Source: an optimization exercise on an open RTL-to-GDS flow (aim: small area, a short achievable clock period and few clock cycles). Production flows keep margins and buffers that such runs may drop. Function was checked by simulation only, so behaviour that the tests miss may differ from the original. Power figures rest on the tool's default switching activity, not on a simulated workload.

<file path="config.mk">
export PLATFORM = sky130hd
export DESIGN_NAME = isp_top
export DESIGN_NICKNAME = isp_top
export VERILOG_FILES = /design/flow/design.v
export SDC_FILE = /design/flow/constraint.sdc
export NUM_CORES = 4
export LEC_CHECK = 0
export CAP_MARGIN = 20
export CORE_MARGIN = 2
export CORE_UTILIZATION = 40
export SETUP_SLACK_MARGIN = 0.2
export SLEW_MARGIN = 20
</file>
<file path="constraint.sdc">
create_clock -name core_clock -period 8.0 [get_ports {clk}]
set_input_delay 1.6000 -clock core_clock [delete_from_list [all_inputs] [get_ports {clk}]]
set_output_delay 1.6000 -clock core_clock [all_outputs]
set_load 0.01 [all_outputs]
</file>
<file path="design.v">
`default_nettype none
package isp_pkg;
    localparam int BEATS_PER_PIC  = 192;
    localparam int PIX_PER_BEAT   = 16;
    localparam int PLANE_BEATS    = 64;
    localparam int WIN_SIZE       = 6;
    localparam int WIN_FIRST_ROW  = 13;
    localparam int WIN_FIRST_COL  = 13;
    localparam int EXPO_SHIFT     = 10;
    localparam int RESULT_LATENCY = 16;
    typedef logic [7:0]   pixel_t;
    typedef logic [127:0] beat_t;
    typedef logic [7:0]   beat_idx_t;
    typedef logic [1:0]   ratio_t;
    typedef logic [7:0]   result_t;
    typedef logic [13:0]  diff_sum_t;
endpackage
`default_nettype wire
`timescale 1ns/1ps
`default_nettype none
module isp_top (
    input  logic             clk,
    input  logic             rst_n,
    input  logic             in_valid,
    input  logic             in_mode,
    input  isp_pkg::ratio_t  in_ratio_mode,
    input  logic             pix_valid,
    input  isp_pkg::beat_t   pix_data,
    output logic             busy,
    output logic             out_valid,
    output isp_pkg::result_t out_data
);
    logic [7:0] bcnt;       
    logic       mode_q;
    logic [1:0] ratio_q;
    logic       busy_q;
    logic       rmode;      
    logic [1:0] rratio;
    logic       last0;
    assign last0 = pix_valid && (bcnt == 8'd191);
    always_ff @(posedge clk or negedge rst_n) begin
        if (!rst_n) begin
            bcnt    <= '0;
            mode_q  <= 1'b0;
            ratio_q <= '0;
            busy_q  <= 1'b0;
            rmode   <= 1'b0;
            rratio  <= '0;
        end else begin
            if (in_valid) begin
                bcnt    <= '0;
                mode_q  <= in_mode;
                ratio_q <= in_ratio_mode;
                busy_q  <= 1'b1;
            end else if (pix_valid) begin
                bcnt <= last0 ? 8'd0 : bcnt + 8'd1;
                if (last0) begin
                    busy_q <= 1'b0;
                end
            end
            if (last0) begin
                rmode  <= mode_q;
                rratio <= ratio_q;
            end
        end
    end
    assign busy = busy_q;
    logic red0, green0, blue0, wrow0;
    assign red0   = (bcnt[7:6] == 2'd0);
    assign green0 = (bcnt[7:6] == 2'd1);
    assign blue0  = (bcnt[7:6] == 2'd2);
    assign wrow0  = (bcnt[5:0] >= 6'd26) && (bcnt[5:0] <= 6'd37);
    logic       sat;
    logic [3:0] thr;
    logic [7:0] colmask0;
    logic [4:0] pc0 [8];
    assign sat = mode_q && (ratio_q == 2'd3);
    assign thr = green0 ? 4'(3 - ratio_q) : 4'(4 - ratio_q);
    always_comb begin
        for (int j = 0; j < 8; j++) begin
            colmask0[j] = (4'(j) >= thr) && !(sat && j == 7);
            pc0[j] = '0;
            for (int i = 0; i < 16; i++) begin
                pc0[j] = pc0[j] + 5'(pix_data[8*i + j] | (j < 7 && sat && pix_data[8*i + 7]));
            end
        end
    end
    logic       v1, first1, last1;
    logic       g1;
    logic [7:0] m1;
    logic [4:0] pc1 [8];
    logic       wv1, wred1, wend1;
    logic [6:0] wp1 [3];
    always_ff @(posedge clk or negedge rst_n) begin
        if (!rst_n) begin
            v1     <= 1'b0;
            first1 <= 1'b0;
            last1  <= 1'b0;
            wv1    <= 1'b0;
            wend1  <= 1'b0;
        end else begin
            v1     <= pix_valid;
            first1 <= pix_valid && (bcnt == 8'd0);
            last1  <= last0;
            wv1    <= pix_valid && !mode_q && wrow0;
            wend1  <= pix_valid && !mode_q && blue0 && (bcnt[5:0] == 6'd37);
        end
    end
    always_ff @(posedge clk) begin
        g1    <= green0;
        m1    <= colmask0;
        wred1 <= red0;
        for (int j = 0; j < 8; j++) begin
            pc1[j] <= pc0[j];
        end
        for (int j = 0; j < 3; j++) begin
            if (bcnt[0]) begin
                wp1[j] <= green0 ? pix_data[8*j + 1 +: 7] : {1'b0, pix_data[8*j + 2 +: 6]};
            end else begin
                wp1[j] <= green0 ? pix_data[8*(13 + j) + 1 +: 7] : {1'b0, pix_data[8*(13 + j) + 2 +: 6]};
            end
        end
    end
    logic [11:0] bsum1;
    logic [11:0] bs2;
    logic        v2, first2, last2, g2;
    logic [19:0] acc;     
    logic        e3;      
    always_comb begin
        bsum1 = '0;
        for (int j = 0; j < 8; j++) begin
            bsum1 = bsum1 + (m1[j] ? (12'(pc1[j]) << j) : 12'd0);
        end
    end
    always_ff @(posedge clk or negedge rst_n) begin
        if (!rst_n) begin
            v2    <= 1'b0;
            last2 <= 1'b0;
            e3    <= 1'b0;
        end else begin
            v2    <= v1;
            last2 <= last1;
            e3    <= v2 && last2;
        end
    end
    always_ff @(posedge clk) begin
        bs2    <= bsum1;
        first2 <= first1;
        g2     <= g1;
        if (v2) begin
            acc <= (first2 ? 20'd0 : acc) + (g2 ? 20'(bs2) : 20'(bs2[11:1]));
        end
    end
    logic [7:0] expo_res;
    always_comb begin
        case (rratio)
            2'd0:    expo_res = {1'b0, acc[19:13]};
            2'd1:    expo_res = acc[19:12];
            2'd2:    expo_res = acc[18:11];
            default: expo_res = acc[17:10];
        endcase
    end
    logic [7:0] ch [3][12];
    logic       pact;         
    logic [4:0] pcnt;
    logic       chain_en;
    assign chain_en = wv1 || pact;
    always_ff @(posedge clk) begin
        if (chain_en) begin
            for (int j = 0; j < 3; j++) begin
                ch[j][0] <= (wred1 && wv1 ? 8'd0 : ch[j][11]) + (wv1 ? 8'(wp1[j]) : 8'd0);
                for (int k = 1; k < 12; k++) begin
                    ch[j][k] <= ch[j][k-1];
                end
            end
        end
    end
    logic       phb;           
    logic [3:0] e;             
    logic [2:0] r;
    logic       h;
    logic       r14, r13, r23, r2;
    logic [7:0] opa [3];
    logic [7:0] opb [3];
    logic       val [3];
    logic       c4  [3];
    logic       c2  [3];
    assign phb = (pcnt < 5'd12);
    assign e   = phb ? pcnt[3:0] : 4'(pcnt - 5'd12);
    assign r   = e[3:1];
    assign h   = e[0];
    assign r14 = (r >= 3'd1) && (r <= 3'd4);
    assign r13 = (r >= 3'd1) && (r <= 3'd3);
    assign r23 = (r == 3'd2) || (r == 3'd3);
    assign r2  = (r == 3'd2);
    always_comb begin
        for (int j = 0; j < 3; j++) begin
            opa[j] = ch[j][11];
        end
        if (phb) begin
            opb[0] = ch[1][11];
            opb[1] = ch[2][11];
            opb[2] = ch[0][10];
            val[0] = 1'b1;       c4[0] = h && r14;   c2[0] = 1'b0;
            val[1] = 1'b1;       c4[1] = !h && r14;  c2[1] = 1'b0;
            val[2] = !h;         c4[2] = !h && r14;  c2[2] = !h && r23;
        end else begin
            opb[0] = ch[0][9];
            opb[1] = ch[1][9];
            opb[2] = ch[2][9];
            val[0] = 1'b1;       c4[0] = h && r13;   c2[0] = h && r2;
            val[1] = 1'b1;       c4[1] = r13;        c2[1] = 1'b0;
            val[2] = 1'b1;       c4[2] = !h && r13;  c2[2] = !h && r2;
        end
    end
    logic [7:0] dq  [3];
    logic       iq  [3];
    logic       q4m [3];
    logic       q2m [3];
    logic [8:0] sd [3];
    always_comb begin
        for (int j = 0; j < 3; j++) begin
            sd[j] = {1'b0, opa[j]} + {1'b0, ~opb[j]};
        end
    end
    always_ff @(posedge clk) begin
        for (int j = 0; j < 3; j++) begin
            dq[j]  <= (pact && val[j]) ? (sd[j][7:0] ^ {8{!sd[j][8]}}) : 8'd0;
            iq[j]  <= pact && val[j] && sd[j][8];
            q4m[j] <= c4[j];
            q2m[j] <= c2[j];
        end
    end
    logic [13:0] s6, s4;
    logic [9:0]  s2;
    logic        pstart;
    assign pstart = wv1 && wend1;
    always_ff @(posedge clk) begin
        if (pstart) begin
            s6 <= '0;
            s4 <= '0;
            s2 <= '0;
        end else begin
            s6 <= s6 + 14'(dq[0]) + 14'(dq[1]) + 14'(dq[2])
                     + 14'(iq[0]) + 14'(iq[1]) + 14'(iq[2]);
            s4 <= s4 + (q4m[0] ? 14'(dq[0]) + 14'(iq[0]) : 14'd0)
                     + (q4m[1] ? 14'(dq[1]) + 14'(iq[1]) : 14'd0)
                     + (q4m[2] ? 14'(dq[2]) + 14'(iq[2]) : 14'd0);
            s2 <= s2 + (q2m[0] ? 10'(dq[0]) + 10'(iq[0]) : 10'd0)
                     + (q2m[2] ? 10'(dq[2]) + 10'(iq[2]) : 10'd0);
        end
    end
    logic pd1, pd2, fdone;
    logic [1:0] fres;
    always_ff @(posedge clk or negedge rst_n) begin
        if (!rst_n) begin
            pact <= 1'b0;
            pcnt <= '0;
            pd1  <= 1'b0;
            pd2  <= 1'b0;
        end else begin
            if (pstart) begin
                pact <= 1'b1;
                pcnt <= '0;
            end else if (pact) begin
                pcnt <= pcnt + 5'd1;
                if (pcnt == 5'd21) begin
                    pact <= 1'b0;
                end
            end
            pd1 <= pact && (pcnt == 5'd21);
            pd2 <= pd1;
        end
    end
    logic [7:0]  q2;
    logic [9:0]  q4;
    logic [15:0] lim2, lim4;
    assign q2   = s2[9:2];
    assign q4   = s4[13:4];
    assign lim2 = (16'(q2) << 5) + (16'(q2) << 2) + 16'd36;
    assign lim4 = (16'(q4) << 5) + (16'(q4) << 2) + 16'd36;
    always_ff @(posedge clk) begin
        if (pd2) begin
            if ({2'b0, q2} >= q4 && 16'(s6) < lim2) begin
                fres <= 2'd0;
            end else if (16'(s6) < lim4) begin
                fres <= 2'd1;
            end else begin
                fres <= 2'd2;
            end
        end
    end
    logic pend, fire;
    assign fire = (e3 || pend) && (rmode || fdone);
    always_ff @(posedge clk or negedge rst_n) begin
        if (!rst_n) begin
            pend      <= 1'b0;
            fdone     <= 1'b0;
            out_valid <= 1'b0;
            out_data  <= '0;
        end else begin
            pend      <= !fire && (pend || e3);
            fdone     <= !fire && (fdone || pd2);
            out_valid <= fire;
            out_data  <= fire ? (rmode ? expo_res : {6'd0, fres}) : 8'd0;
        end
    end
endmodule
`default_nettype wire
</file>
<file path="run.sh">
#!/bin/bash
# synth_recipe.tcl (not shown) runs the flow's synth.tcl, then flattens the netlist and writes it again
# the make line also repeats each setting of config.mk as NAME=value (left out here)
make -C /OpenROAD-flow-scripts/flow DESIGN_CONFIG=/design/flow/config.mk WORK_HOME=/design/flow/orfs CLKGATE_MAP_FILE= SYNTH_SCRIPT=/design/flow/synth_recipe.tcl finish
</file>
==> key figures <==
Finish
  – Synth-to-Final Area Change: 15.6%
  – Post-route cell area: 0.0322 mm^2
  – Nets: around 3000
  – Share of post-route cells with drive strength above 1: 0.0609

Clocking
  – Cts repair resizes: 0
  – TritonCTS clock tree: done
  – Root Driver: clkbuf_16
  – Clk buf depth: 3
  – Hold Buf Count CTS: 0
  – TritonCTS Buffers: 55
  – Clock slew seen by the registers of the worst setup and hold paths: 0.06 ns
  – Post-CTS setup buffers: 0
  – CTS H-tree lvls: 2
  – Clock sink total: around 510
  – Worst-skew pair later-pin latency: between 0.6 and 0.7 ns

Setup path
  – Crit-path max FO: 6
  – Slowest-stage cell, CP: clkdlybuf4s50_1
  – Worst reg2reg startpoint: ratio_q[0]
  – Crit path launch type: input port
  – Critical Path RT: roughly 8.6 ns
  – CP Cell Sequence: clkdlybuf4s50_1, nand2_1, nand2b_1, fa_1, fa_1, inv_1, fa_1, fa_1, inv_1, ha_1, inv_1, fa_1, nor2b_1, o21a_1
  – CP startpoint: pix_data[7]
  – Max incr delay on CP: a little over 0.7 ns
  – Reg2reg end: pc1[4][4]
  – Worst setup path end: pc1[4][4]
  – Setup slack, reg-to-reg: around 3.1 ns
  – Endpoint class of the critical path: register
  – Most used cell, CP: fa_1
  – Setup CP Type: input port to register
  – Worst EP arrival: 5.67 ns
  – Worst-case reg-to-reg path depth: 17

Synthesis
  – Post-synth EDFFs: 310
  – Seq/Total Area, Yosys: 0.483
  – Ys flop type: edfxtp_1
  – Post-synth top area share: 0.334
  – Top cells by instance count after synthesis: 310 x edfxtp_1, 247 x inv_1, 221 x ha_1
  – Syn avg cell area: 12.0 um^2
  – Synthesis-stage register bit count: 507
  – Netlist cell types: 72
  – Mapped Cells: roughly 2300
  – Post-synth ARST share: 0.0828
  – Top-count cell post-synth: edfxtp_1
  – Post-synth top area cell: edfxtp_1
  – Synth Cell Area: 0.0279 mm^2
  – Ys Warns: 15
  – Top post-synthesis cells by area: edfxtp_1 33%, dfxtp_1 11%, fa_1 11%, ha_1 9.9%, dfrtp_1 3.8%
  – Synthesized Nets: 2820

Power and ir drop
  – LEAKAGE: roughly 13 nW
  – Max VDD drop: 301 uV
  – PD cells: around 250 mW/mm^2

Job
  – Maxcap violations: 0

Routing
  – Antenna viol nets, final: 0
  – Vias: 17200
  – Vias per std cell: 4.96
  – Drt initial violations: between 1000 and 1500
  – DRC: 0
  – Total Wirelength: approximately 64000 um
  – Wire per inst: approximately 18 um
  – DR pass1 iterations: 5

STA
  – RSZ-0062 raised after global routing: no
  – Final Cycle Share: 0.639
  – Worst slew pin tran: about 1.0 ns
  – Hold Fails Final Rpt: 0
  – Max_slew headroom: 0.305
  – Max Clk Rate: between 150 and 200 MHz
  – Minimum clock period: between 5 and 6 ns
  – Max-slew violations: 0
  – Count of final setup violators: 0
  – Clk_skew: 0.0566 ns
  – Setup TNS: 0 ns

Hold path
  – HP Class: register to register

Run status
  – Status: complete, no violations

Global route
  – Initial antenna violation count: 1
  – Grt ovf: 0
  – First-pass GRT wire length: about 100000 um
  – Largest net degree at the start of global routing: 195
  – Number of global-route vias before repair: ~18000
  – Global Route Usage Sum: 0.180

Die
  – Die area: slightly above 0.07 mm^2
  – Die W: 268 um
  – Core area: between 0.06 and 0.07 mm^2
  – Initial Util: 0.405
  – IO Count: about 150
  – Die Height: 268 um
  – Row count: 96

Place
  – Port-buffer cells: 144
  – DP HPWL: around 50000 um
  – Placed cell area: 0.0304 mm^2
  – RD Place Congestion: between 0.9 and 1
[state kept, by name (all words and copies together) (netlist names), 10 cells and up]
signal,cells
wp1,21
s4,14
s2,10
pc1,40
ch,288
s6,14
bs2,12
dq,24
acc,20
[worst max-delay path, delay by kind of cell]
| family | cells | cell delay (ns) |
|---|---|---|
| compound gates | 1 | 0.13 |
| fa+ha+maj | 6 | 2.48 |
| buf+inv | 4 | 0.90 |
| simple gates | 3 | 0.57 |
[worst min path at each step]
stage / end / cells past startpoint / start
global placement: g2 / 0 / g1
finish: g2 / 0 / g1
detailed placement: g2 / 0 / g1
floorplan: g2 / 0 / g1
CTS: g2 / 0 / g1
global route: g2 / 0 / g1
[layout make-up]
class | instances | area [um^2]
diodes | 1 | 2.50
clock inverters | 36 | 322
fillers | 6155 | 36600
flip-flops and latches | 507 | 13500
repair buffers | 151 | 1520
multi-input cells | 1522 | 13300
inverters | 247 | 927
well taps | 931 | 1160
clock buffers | 67 | 1450
[kinds of logic (layout without fill, tap and decap cells)]
| logic type | count (synthesis) | in the layout | share of synthesized area |
|---|---|---|---|
| AO/OA/AOI/OAI | 322 | 322 | 0.0751 |
| flip-flops | 507 | 507 | 0.483 |
| other | 0 | 1 | 0 |
| AND/OR/NAND/NOR | 604 | 604 | 0.110 |
| buffers and inverters | 283 | 501 | 0.0383 |
| adder cells (fa/ha/maj) | 373 | 373 | 0.209 |
| XOR/XNOR | 149 | 149 | 0.0468 |
| multiplexers | 74 | 74 | 0.0378 |
[per-stage QoR]
step           worst slack, ns  hold WS, ns  cells   util  total power, W
6_report                  2.89        0.331   3462  0.468         0.00799
5_1_grt                   2.72        0.344   3462  0.468         0.00854
4_1_cts                   2.94        0.334   3460  0.467         0.00810
3_5_place_dp              2.29        0.319   3357  0.442         0.00558
3_3_place_gp              2.32        0.314   3357  0.442         0.00548
2_1_floorplan             3.06        0.310   2312      -         0.00495
[layer usage]
metal | global-route usage | part of all wire
met5 | 0 | 0
met4 | 0.0522 | 0.025
met3 | 0.0262 | 0.038
met2 | 0.315 | 0.50
met1 | 0.232 | 0.44
[placed cells by master, fill, tap and decap left out, types with 7 or more instances in the layout]
cell	n
edfxtp_1	310
inv_1	247
ha_1	221
nor2_1	155
dfxtp_1	155
fa_1	152
clkdlybuf4s50_1	143
nand2_1	121
a21oi_1	106
xnor2_1	103
and2_1	96
nand2b_1	79
o21ai_0	61
clkbuf_16	56
xor2_1	46
dfrtp_1	42
nor2b_1	38
nand3_1	35
a21o_1	34
mux2i_1	34
nor3_1	24
mux4_2	23
o21a_1	20
a211oi_1	19
mux2_2	16
and3_1	12
clkinv_1	12
clkbuf_1	10
a21boi_0	9
or2_2	8
clkinv_2	8
nand4_1	7
o21bai_1	7
[power breakdown]
group          internal, W  total (W)  switching, W
clock              0.00138    0.00247       0.00109
sequential         0.00299    0.00308     0.0000883
combinational      0.00114    0.00244       0.00129
Testbench counts, summed over its fixed seeds: cycles 18,560.

-- separate check: timing with driven ports --
In the flow no input, the clock included, has a driving cell. The finished layout below was timed again as built, in two steps. Step 1 sets driving cells, clkbuf_16 on the clock port and buf_2 on the other inputs (assumed; they add their load-dependent delay and slew). Step 2 also shifts input and output timing later by t, the mid clock arrival at the registers, as if the neighbouring blocks saw the same clock. Slacks: ideal / step 1 / step 2; pairs: ideal / step 1.
t, ns: 0.680
setup slack, ns: 2.891 / 2.927 / 2.247
hold WS [ns]: 0.331 / 0.331 / 0.331
latest minus earliest clock arrival (ns): 0.058 / 0.058
pins driven straight from the clock port: 1
After both steps setup and hold are still met in this run. For this run, drivers alone change the setup slack by +0.036 ns; drivers and shift together by -0.644 ns.
